What follows belongs to an exercise in optimizing a design on an open flow for small area and a short achievable clock period; a production flow would make more cautious choices. In this exercise RTL edits were held to simulation tests only and were not proved equivalent to the original. Power figures rest on the tool's default switching activity, not on a simulated workload.

==> flow/design.v (excerpt) <==
module am_mult_top
(
  input  logic                      clk,
  input  logic                      arst_n,
  input  logic [am_pkg::OP_W-1:0]   a,
  input  logic [am_pkg::OP_W-1:0]   b,
  output logic [am_pkg::PROD_W-1:0] product
);
Size: about 390 flip-flops, roughly 23,000 µm² of cells after synthesis.
Settings: LEC_CHECK=0, CAP_MARGIN=20, CORE_MARGIN=2, CORE_UTILIZATION=65, CTS_CLUSTER_DIAMETER=120, CTS_CLUSTER_SIZE=26, SLEW_MARGIN=20, SYNTH_HIERARCHICAL=1, SYNTH_MINIMUM_KEEP_SIZE=0, BUFFER_PORTS_ARGS=-buffer_cell sky130_fd_sc_hd__buf_2, SETUP_SLACK_MARGIN=6.3; clock period 9.5 ns.
standard.sh (not shown) runs the stock make flow with config.mk's settings and CLKGATE_MAP_FILE= SYNTH_SCRIPT=/design/flow/synth_recipe.tcl, a recipe that flattens the netlist after the stock synthesis.
==> flow/flow/run.sh <==
#!/bin/bash
# The standard layout, with two changes to how ORFS builds it:
#  - ports are buffered with buf_2 (buffer_ports otherwise picks a slow
#    delay cell, which sits on every output path);
#  - repair_timing aims for 6.3 ns of setup slack at the design's period,
#    so that it sizes the critical paths (the SDC is not changed).
set -euo pipefail
echo 'export BUFFER_PORTS_ARGS = -buffer_cell sky130_fd_sc_hd__buf_2' >> config.mk
echo 'export SETUP_SLACK_MARGIN = 6.3' >> config.mk
bash standard.sh > standard.log 2>&1
Edit:
--- a/flow/config.mk
+++ b/flow/config.mk
@@ -7,8 +7,8 @@
 export LEC_CHECK = 0
-export CAP_MARGIN = 20
+export CAP_MARGIN = 50
 export CORE_MARGIN = 2
-export CORE_UTILIZATION = 65
+export CORE_UTILIZATION = 70
 export CTS_CLUSTER_DIAMETER = 120
-export CTS_CLUSTER_SIZE = 26
-export SLEW_MARGIN = 20
+export CTS_CLUSTER_SIZE = 22
+export SLEW_MARGIN = 70
 export SYNTH_HIERARCHICAL = 1
The new run completed without violations. Global-route usage rises by 2.8 points. Final area hardly moves. Critical path depth is unchanged. Routed wire length rises by 0.69%. Hold slack barely changes. Clock-buffer cell count rises by 6. Sequential power hardly moves. Core utilization rises by 4.7 points. Register-to-register slack gets better by 0.07 ns. Synthesized cell count does not change. Area after synthesis stays the same.
Edit:
--- a/flow/config.mk
+++ b/flow/config.mk
@@ -7,8 +7,6 @@
 export LEC_CHECK = 0
-export CAP_MARGIN = 50
+export CAP_MARGIN = 20
 export CORE_MARGIN = 2
-export CORE_UTILIZATION = 70
-export CTS_CLUSTER_DIAMETER = 120
-export CTS_CLUSTER_SIZE = 22
-export SLEW_MARGIN = 70
+export CORE_UTILIZATION = 65
+export SLEW_MARGIN = 20
 export SYNTH_HIERARCHICAL = 1
Effect: The new run completed without violations. Worst setup slack got worse by 0.010 ns. Clock-buffer cell count increases by 26. Die area is higher by a little under a tenth.

========
am_mult_top again, from the RTL that the note above started with.
Settings: LEC_CHECK=0, CAP_MARGIN=50, CORE_MARGIN=2, CORE_UTILIZATION=65, CTS_CLUSTER_DIAMETER=120, CTS_CLUSTER_SIZE=22, SLEW_MARGIN=70, SYNTH_HIERARCHICAL=1, SYNTH_MINIMUM_KEEP_SIZE=0, BUFFER_PORTS_ARGS=-buffer_cell sky130_fd_sc_hd__buf_2; clock period 9.5 ns.
==> flow/flow/run.sh <==
#!/bin/bash
# The standard layout (standard.sh), with one change to how ORFS builds
# it: the ports are buffered with buf_2. buffer_ports otherwise picks a slow
# delay cell (clkdlybuf4s50), which then sits on every output path.
set -euo pipefail
echo 'export BUFFER_PORTS_ARGS = -buffer_cell sky130_fd_sc_hd__buf_2' >> config.mk
bash standard.sh > standard.log 2>&1
==> next run, changes <==
CAP_MARGIN = 20   (was 50)
PLACE_DENSITY = 0.9   (was unset)
SLEW_MARGIN = 20   (was 70)
After rerunning: The changed run completed with no timing, DRC or antenna violations. First-iteration DRC count came out higher by 30%. Worst setup slack got worse by 0.44 ns. Routed wire length came out higher by 5.7%.
==> next run, changes <==
==> flow/flow/run.sh (replaced) <==
#!/bin/bash
# The standard layout, with two changes to how ORFS builds it:
#  - ports are buffered with buf_2 (buffer_ports otherwise picks a slow
#    delay cell, which sits on every output path);
#  - repair_timing aims for 6.3 ns of setup slack at the design's period,
#    so that it sizes the critical paths (the SDC is not changed).
set -euo pipefail
echo 'export BUFFER_PORTS_ARGS = -buffer_cell sky130_fd_sc_hd__buf_2' >> config.mk
echo 'export SETUP_SLACK_MARGIN = 6.3' >> config.mk
bash standard.sh > standard.log 2>&1
CAP_MARGIN = 50   (was 20)
PLACE_DENSITY = unset   (was 0.9)
SETUP_SLACK_MARGIN = 6.3   (was unset)
SLEW_MARGIN = 70   (was 20)
Result: The changed run produced a clean layout. Fmax rose by about a fifth. Power is about the same. Cell count hardly moves. Worst setup slack is better by 0.56 ns. Register-to-register slack is better by 0.56 ns. Combinational power went up slightly. Non-clock buffer count is higher by 2. Global-route usage went down by 1.2 points. Routed wire length came out lower by a few percent.

afterwards: timing with drivers on the ports:
No port has a modelled driver above. Below, the same layouts with a new extraction and two added sets of constraints. Step 1 assumes that a clkbuf_16 drives the clock port and a buf_2 every other input. Step 2 times the ports against the registers' clock, not the clock port: input delays grow and output delays shrink by t, the midpoint of the rising clock arrivals with the driver on. Three values: no drivers, after step 1, after step 2; two values: the first two.
| run | t (ns) | slack for setup (ns) | worst hold slack (ns) | worst setup path after step 2 | latest minus earliest clock arrival (ns) |
|---|---|---|---|---|---|
| the first run of note 1 | 0.591 | 6.280 / 6.280 / 6.280 | 0.318 / 0.318 / 0.318 | register to register | 0.028 / 0.029 |
| the second run of note 1 | 0.601 | 6.353 / 6.353 / 6.353 | 0.316 / 0.316 / 0.316 | register to register | 0.018 / 0.018 |
| the third run of note 1 | 0.618 | 6.343 / 6.343 / 6.343 | 0.314 / 0.314 / 0.314 | register to register | 0.013 / 0.014 |
| the first run of note 2 | 0.594 | 6.238 / 6.238 / 6.238 | 0.318 / 0.318 / 0.318 | register to register | 0.032 / 0.032 |
| the second run of note 2 | 0.597 | 5.793 / 5.793 / 5.793 | 0.320 / 0.320 / 0.320 | register to register | 0.033 / 0.033 |
| the third run of note 2 | 0.594 | 6.356 / 6.356 / 6.356 | 0.319 / 0.319 / 0.319 | register to register | 0.032 / 0.032 |
After both steps setup and hold are still met in every run listed.
